Source: an optimization exercise on an open RTL-to-GDS flow (aim: small area and a short achievable clock period). Production flows keep margins and buffers that such runs may drop. The RTL was checked by simulation tests, not by an equivalence proof against the original design.

Design idStage, start of the top module:
module idStage (
    input  logic                    clk,
    input  logic                    reset,
    input  logic                    instrValid_i,
    input  logic [32-1:0]        pc_i,
    input  logic [32-1:0]        instr_i,
    input  logic                    wbEn_i,
    input  logic [5-1:0]  wbAddr_i,
    input  logic [32-1:0]        wbData_i,
    input  logic                    exWriteBack_i,
    input  logic                    exIsLoad_i,
    input  logic [5-1:0]  exAddr_i,
    input  logic [32-1:0]        exData_i,
    input  logic                    memWrite_i,
    input  logic [5-1:0]  memAddr_i,
    input  logic [32-1:0]        memData_i,
    output logic                    outValid_o,
    output logic                    stall_o,
    output idCtrlPkg::aluOp_e       aluOp_o,
    output logic [32-1:0]        operandA_o,
    output logic [32-1:0]        operandB_o,
    output logic [32-1:0]        storeData_o,
    output logic                    wbEnOut_o,
    output logic [5-1:0]  wbAddrOut_o,
    output logic                    branchEn_o,
    output logic [32-1:0]        branchTarget_o
);
Size in the first run: roughly 3100 cells after synthesis, about 1100 flip-flops, ~320 I/O pins, ~0.048 mm^2 of cells after synthesis.
export LEC_CHECK = 0
export CAP_MARGIN = 20
export CORE_MARGIN = 2
export CORE_UTILIZATION = 55
export CTS_CLUSTER_DIAMETER = 60
export CTS_CLUSTER_SIZE = 30
export SETUP_SLACK_MARGIN = 2.0
export SLEW_MARGIN = 20
export SYNTH_HIERARCHICAL = 1
create_clock -name core_clock -period 6.0 [get_ports {clk}]
run.sh (not shown) runs the stock make flow with config.mk's settings and CLKGATE_MAP_FILE= SYNTH_SCRIPT=/design/flow/synth_recipe.tcl, a recipe that flattens the netlist after the stock synthesis.
Then changed:
==> flow/flow/run.sh (new file) <==
#!/bin/bash
# The standard layout (the standard.sh: standard synthesis, floorplan,
# placement, CTS, routing) with two changes:
#  - ports are buffered with buf_2 instead of the default delay-cell buffer;
#  - CTS inserts no dummy loads.
# Every tool's output goes to the ORFS logs under orfs/logs; make's own
# output goes to flow_make.log here.
set -euo pipefail
bash standard.sh \
  "BUFFER_PORTS_ARGS=-buffer_cell sky130_fd_sc_hd__buf_2" \
  "CTS_ARGS=-sink_clustering_enable -repair_clock_nets -dont_use_dummy_load" \
  finish > flow_make.log 2>&1
==> flow/standard.sh (new file) <==
#!/bin/bash
# synth_recipe.tcl (not shown) runs the flow's synth.tcl, then flattens the netlist and writes it again
# the make line also repeats each setting of config.mk as NAME=value (left out here)
make -C /OpenROAD-flow-scripts/flow DESIGN_CONFIG=/design/flow/config.mk WORK_HOME=/design/flow/orfs CLKGATE_MAP_FILE= SYNTH_SCRIPT=/design/flow/synth_recipe.tcl "${@:-finish}"
removed: flow/run.sh
The new run ran to the end with no violations.
Final cell count drops by a few percent.
Setup slack improves by 210 ps.
Non-clock buffer count is lower by 105.
Cell area went down by a few percent.
Synthesized cell count is unchanged.
Wire length decreases by a few percent.
Sequential cell count stays the same.
First-iteration DRC count drops by roughly a tenth.

========
idStage, a different RTL version from the one above (not shown whole).
Size in the first run: about 1100 flip-flops, about 320 I/O pins.
export LEC_CHECK = 0
export CAP_MARGIN = 20
export CORE_MARGIN = 2
export CORE_UTILIZATION = 55
export CTS_CLUSTER_DIAMETER = 60
export CTS_CLUSTER_SIZE = 30
export SETUP_SLACK_MARGIN = 2.0
export SLEW_MARGIN = 20
export SYNTH_HIERARCHICAL = 1
create_clock -name core_clock -period 6.0 [get_ports {clk}]
standard.sh (not shown) runs the stock make flow with config.mk's settings and CLKGATE_MAP_FILE= SYNTH_SCRIPT=/design/flow/synth_recipe.tcl, a recipe that flattens the netlist after the stock synthesis.
==> flow/flow/run.sh <==
#!/bin/bash
# The standard layout (the standard.sh: standard synthesis, floorplan,
# placement, CTS, routing) with two changes:
#  - ports are buffered with buf_2 instead of the default delay-cell buffer;
#  - CTS clusters up to 30 sinks and inserts no dummy loads.
# Every tool's output goes to the ORFS logs under orfs/logs; make's own
# output goes to flow_make.log here.
set -euo pipefail
bash standard.sh \
  "BUFFER_PORTS_ARGS=-buffer_cell sky130_fd_sc_hd__buf_2" \
  "CTS_ARGS=-sink_clustering_enable -repair_clock_nets -dont_use_dummy_load -sink_clustering_size 30 -sink_clustering_max_diameter 60" \
  finish > flow_make.log 2>&1
The baseline ran to the end with no violations.
Change:
--- a/flow/flow/run.sh
+++ b/flow/flow/run.sh
@@ -3 +3 @@
-# placement, CTS, routing) with two changes:
+# placement, CTS, routing) with three changes:
@@ -5 +5,3 @@
-#  - CTS clusters up to 30 sinks and inserts no dummy loads.
+#  - CTS clusters up to 30 sinks and inserts no dummy loads;
+#  - timing repair may resize a cell to any equivalent cell, not only to
+#    one with the same footprint.
@@ -11,0 +14 @@
+  "MATCH_CELL_FOOTPRINT=0" \
SETUP_SLACK_MARGIN = 2.6   (was 2.0)
Utilization grows by 3.5 points.
Global-route usage came out higher by 2.3 points.
Via count climbs by a few percent.
Die area is unchanged.
Cell area is higher by a few percent.
Setup slack is worse by 0.075 ns.
Synthesized cell count stays the same.
Register-to-register slack is worse by 0.05 ns.

re-timing with driven ports:
No port has a modelled driver above. Below, the same layouts with a new extraction and two added sets of constraints.
Step 1 sets driving cells, clkbuf_16 on the clock port and buf_2 on the other inputs (assumed; they add their load-dependent delay and slew).
Step 2 times the ports against the registers' clock, not the clock port: input delays grow and output delays shrink by t, the midpoint of the rising clock arrivals with the driver on.
a / b / c = ideal ports / drivers / drivers and shift; a / b = the first two.
| run | t (ns) | slack for setup (ns) | worst setup path after step 2 | slew at the worst register clock pin (ns) |
|---|---|---|---|---|
| the first run of note 1 | 0.766 | 1.537 / 1.546 / 0.780 | input to register | 0.10 / 0.10 |
| the second run of note 1 | 0.761 | 1.747 / 1.759 / 0.998 | input to register | 0.07 / 0.07 |
| the first run of note 2 | 0.711 | 1.742 / 1.738 / 1.028 | input to register | 0.10 / 0.10 |
| the second run of note 2 | 0.733 | 1.667 / 1.569 / 0.837 | input to register | 0.10 / 0.10 |
After both steps setup and hold are still met in every run listed. For the second run of note 2, which loses most, drivers alone change the setup slack by -0.098 ns; drivers and shift together by -0.830 ns.
